This design comes from an exercise in tuning for small area, a short achievable clock period and few clock cycles per item on the open sky130 flow, not from production work.
The RTL was checked by simulation tests, not by an equivalence proof against the original design.
Power and IR drop assume default switching activity.

==> flow/design.v (excerpt) <==
module fat_dir_entry_name_decoder_core #(
    parameter int NAME_CAPACITY = 64
) (
    input  logic                           aclk,
    input  logic                           aresetn,
    input  logic                           s_tvalid,
    output logic                           s_tready,
    input  logic [fdn_pkg::IN_TDATA_W-1:0] s_tdata,
    output logic                            m_tvalid,
    input  logic                            m_tready,
    output logic [fdn_pkg::OUT_TDATA_W-1:0] m_tdata,
    output logic                            m_tlast
);
    logic [5:0] len_reg;
    logic [5:0] nlen_reg;
    logic [3:0] nu_reg;           
    logic [2:0] nseq_reg;         
    logic       pending_reg;
    logic       ended_reg;
    logic       pre_done_reg;     
    logic       peek_reg;         
    logic        ob_valid_reg;
    logic        long_reg;        
    logic        eod_reg;
    logic [5:0]  pos_reg;
    logic [5:0]  lima_reg;        
    logic [5:0]  limb_reg;
    logic [7:0]  char_reg;        
    logic        last_reg;        
    logic [7:0]  nxt_reg;         
    logic        isdir_reg;
    logic [31:0] size_reg;
    logic [31:0] clus_reg;
    logic [31:0][7:0] b;
    logic             new_dir;
    logic [7:0]       b0;
    logic [7:0]       attr;
    logic [4:0]       seq;
    logic             is_end, is_del, is_lfn, is_vis;
    logic             drop;
    logic             pending_eff;
    assign b       = s_tdata[ENTRY_W-1:0];
    assign new_dir = s_tdata[NEW_DIR_BIT];
    assign b0      = b[0];
    assign attr    = b[11];
    assign seq     = b0[4:0];
    assign is_end  = (b0 == BYTE_END);
    assign is_del  = (b0 == BYTE_DELETED);
    assign is_lfn  = !is_end && !is_del && (attr == ATTR_LONG);
    assign is_vis  = !is_end && !is_del && (b0 != BYTE_DOT) && !attr[3];
    assign drop        = ended_reg & ~new_dir;
    assign pending_eff = pending_reg & ~new_dir;
    logic [12:0][7:0] unit_lo;
    logic [12:0]      unit_ok;      
    logic [3:0]       n_units;      
    logic             seq_in;       
    assign seq_in = (seq != 5'd0) && (seq <= 5'd5);
    always_comb begin
        logic        run;
        logic [15:0] u16;
        run = 1'b1;
        n_units = '0;
        for (int u = 0; u < UNITS_PER_ENTRY; u++) begin
  ...
Settings: LEC_CHECK=0, ABC_CLOCK_PERIOD_IN_PS=3300, CAP_MARGIN=20, CORE_MARGIN=2, CORE_UTILIZATION=40, CTS_CLUSTER_DIAMETER=90, CTS_CLUSTER_SIZE=25, PLACE_DENSITY=0.7, SETUP_SLACK_MARGIN=2.8, SLEW_MARGIN=20; clock period 6.0 ns.
standard.sh (not shown) runs the stock make flow with config.mk's settings and CLKGATE_MAP_FILE= SYNTH_SCRIPT=/design/flow/synth_recipe.tcl, a recipe that flattens the netlist after the stock synthesis.
==> flow/flow/run.sh <==
#!/bin/bash
# The standard layout, with the port buffers that buffer_ports inserts made
# plain buffers (sky130_fd_sc_hd__buf_1) instead of the cell it picks by itself.
# Everything else is the standard flow, run through the standard.sh.
set -euo pipefail
export BUFFER_PORTS_ARGS="-buffer_cell sky130_fd_sc_hd__buf_1"
bash standard.sh > standard_flow.log 2>&1
Testbench counts at the start, summed over its fixed seeds: cycles 14,449, entries 2,409.
Edit:
--- a/flow/design.v
+++ b/flow/design.v
@@ -54,57 +54,53 @@
             next_last = (ext_reg[1] == BYTE_SPACE) || (ext_reg[1] == 8'h00);
         end
     end
     always_ff @(posedge clk) begin
         if (load) begin
             stem_reg    <= name_bytes[7:1];
             ext_reg     <= name_bytes[10:8];
             has_ext_reg <= has_ext;
             in_ext_reg  <= (name_bytes[0] == BYTE_SPACE);
         end else if (step) begin
-            stem_reg <= {BYTE_SPACE, stem_reg[6:1]};
             if (!in_ext_reg) begin
                 if (stem_reg[0] == BYTE_SPACE) begin
                     in_ext_reg <= 1'b1;
+                end else begin
+                    stem_reg <= {BYTE_SPACE, stem_reg[6:1]};
                 end
             end else begin
                 ext_reg <= {BYTE_SPACE, ext_reg[2:1]};
             end
         end
     end
 endmodule
 import fdn_pkg::*;
 module fdn_name_ram (
     input  logic                clk,
     input  logic                clear,
-    input  logic [4:0]          wr_grp,       
-    input  logic [12:0]         wr_ok,        
+    input  logic [SLOTS-1:0]    wr_en,
     input  logic [12:0][7:0]    wr_unit,      
     input  logic [5:0]          rd_addr,
     output logic [7:0]          rd_ahead,     
     output logic [7:0]          slot0,
     output logic [7:0]          slot1
 );
     logic [SLOTS-1:0][7:0] mem;
     logic [12:0][7:0]      wr_data;
     always_comb begin
         for (int u = 0; u < UNITS_PER_ENTRY; u++) begin
             wr_data[u] = clear ? 8'h00 : wr_unit[u];
         end
     end
-    logic [4:0]  grp_en;
-    logic [12:0] unit_en;
-    assign grp_en  = wr_grp | {5{clear}};
-    assign unit_en = wr_ok | {13{clear}};
     always_ff @(posedge clk) begin
         for (int p = 0; p < SLOTS; p++) begin
-            if (grp_en[p / UNITS_PER_ENTRY] && unit_en[p % UNITS_PER_ENTRY]) begin
+            if (wr_en[p] || clear) begin
                 mem[p] <= wr_data[p % UNITS_PER_ENTRY];
             end
         end
     end
     logic [63:0][7:0] mem_ahead;
     assign mem_ahead = {24'h000000, mem[SLOTS-1:2]};
     assign rd_ahead  = mem_ahead[rd_addr];
     assign slot0     = mem[0];
     assign slot1     = mem[1];
 endmodule
@@ -168,42 +164,42 @@
     assign seq_in = (seq != 5'd0) && (seq <= 5'd5);
     always_comb begin
         logic        run;
         logic [15:0] u16;
         run = 1'b1;
         n_units = '0;
         for (int u = 0; u < UNITS_PER_ENTRY; u++) begin
             u16 = {b[UNIT_OFFSET[u*5 +: 5] + 1], b[UNIT_OFFSET[u*5 +: 5]]};
             unit_lo[u] = u16[7:0];
             if (u16 == 16'h0000 || u16 == 16'hFFFF) run = 1'b0;
+            if (u >= 11 && seq == 5'd5) run = 1'b0;
             unit_ok[u] = run;
             if (run) n_units = 4'(u + 1);
         end
     end
     logic [5:0] nbase;
     logic [5:0] nlen;
     logic       nlen_zero;
     logic [5:0] len_fold;
     logic       len_zero;
     logic       len_le1;
     always_comb begin
         case (nseq_reg)
             3'd1:    nbase = 6'd0;
             3'd2:    nbase = 6'd13;
             3'd3:    nbase = 6'd26;
             3'd4:    nbase = 6'd39;
             default: nbase = 6'd52;
         endcase
     end
     assign nlen_zero = (nseq_reg == 3'd0) || (nu_reg == 4'd0);
-    assign nlen      = nlen_zero ? 6'd0 :
-                       (nseq_reg == 3'd5 && nu_reg > 4'd11) ? 6'd63 : nbase + 6'(nu_reg);
+    assign nlen      = nlen_zero ? 6'd0 : nbase + 6'(nu_reg);
     assign len_fold  = (nlen_reg > len_reg) ? nlen_reg : len_reg;
     assign len_zero  = (len_reg == 6'd0) && (nlen_reg == 6'd0) && nlen_zero;
     assign len_le1   = (len_reg <= 6'd1) && (nlen_reg <= 6'd1) &&
                        (nlen_zero || (nseq_reg == 3'd1 && nu_reg == 4'd1));
     logic       take, adv, fin, player_free;
     logic       long_busy;
     assign take        = ob_valid_reg & m_tready;
     assign adv         = take & ~last_reg;
     assign fin         = take & last_reg;
     assign player_free = ~ob_valid_reg | fin;
@@ -226,34 +222,34 @@
     end
     assign s_tready = (player_free & (~new_dir | pre_done_reg)) | peek_reg;
     logic s_fire;
     logic act;        
     logic load;       
     logic clear;
     assign s_fire = s_tvalid & s_tready;
     assign act    = s_fire & ~drop;
     assign load   = act & (is_end | is_vis);
     assign clear  = ~aresetn | (s_tvalid & new_dir & ~pre_done_reg & ~long_busy);
-    logic [4:0]       wr_grp;       
+    logic [SLOTS-1:0] wr_en;
     logic [7:0]       rd_ahead;
     logic [7:0]       slot0;
     logic [7:0]       slot1;
     always_comb begin
-        for (int g = 0; g < 5; g++) begin
-            wr_grp[g] = act && is_lfn && (seq == 5'(g + 1));
+        for (int p = 0; p < SLOTS; p++) begin
+            wr_en[p] = act && is_lfn && (seq == 5'(p / UNITS_PER_ENTRY + 1)) &&
+                       unit_ok[p % UNITS_PER_ENTRY];
         end
     end
     fdn_name_ram u_name_ram (
         .clk      (aclk),
         .clear    (clear),
-        .wr_grp   (wr_grp),
-        .wr_ok    (unit_ok),
+        .wr_en    (wr_en),
         .wr_unit  (unit_lo),
         .rd_addr  (pos_reg),
         .rd_ahead (rd_ahead),
         .slot0    (slot0),
         .slot1    (slot1)
     );
     logic [7:0] sn_first;
     logic       sn_first_last;
     logic [7:0] sn_next;
     logic       sn_next_last;
Effect: The new run completed without violations. Synthesized cell count came out lower by 6.0%. Sequential cell count is unchanged. Critical path depth came out lower by 1. Global-route usage came out lower by 1.6 points. Total power came out lower by 2.4%. Maximum frequency came out higher by 5.2%. Register-to-register slack gains 0.26 ns. Routed wire length came out lower by 5.7%. Final area came out lower by 0.87%. Utilization came out lower by 1.0 points. Count of clock-buffer cells in the layout came out higher by 3. Sequential share of layout area came out higher by 0.51 points. Clock power came out lower by about 7%.
Testbench counts after the change, summed over its fixed seeds: cycles 14,449, entries 2,409.

-- afterwards: timing with drivers on the ports --
The flow's constraints put no driver on any port. The routed layouts listed below were extracted and timed again, unchanged, in two steps.
Step 1: set_driving_cell puts a clkbuf_16 on aclk and a buf_2 on each other input, an assumption about the parent block.
Step 2, shift: input delay + t, output delay - t, t = (earliest + latest rising clock arrival at the registers) / 2. This alone moves slack from input paths to output paths.
Three values: ideal, step 1, step 2; two values: the first two.
run | shift t [ns] | setup WS [ns] | worst setup path at the end
the first run | 0.660 | 2.648 / 2.648 / 2.125 | input to register
the second run | 0.651 | 2.812 / 2.845 / 2.194 | input to register
After both steps every run listed still meets setup and hold. For the second run, which loses most, drivers alone change the setup slack by +0.033 ns; drivers and shift together by -0.618 ns.
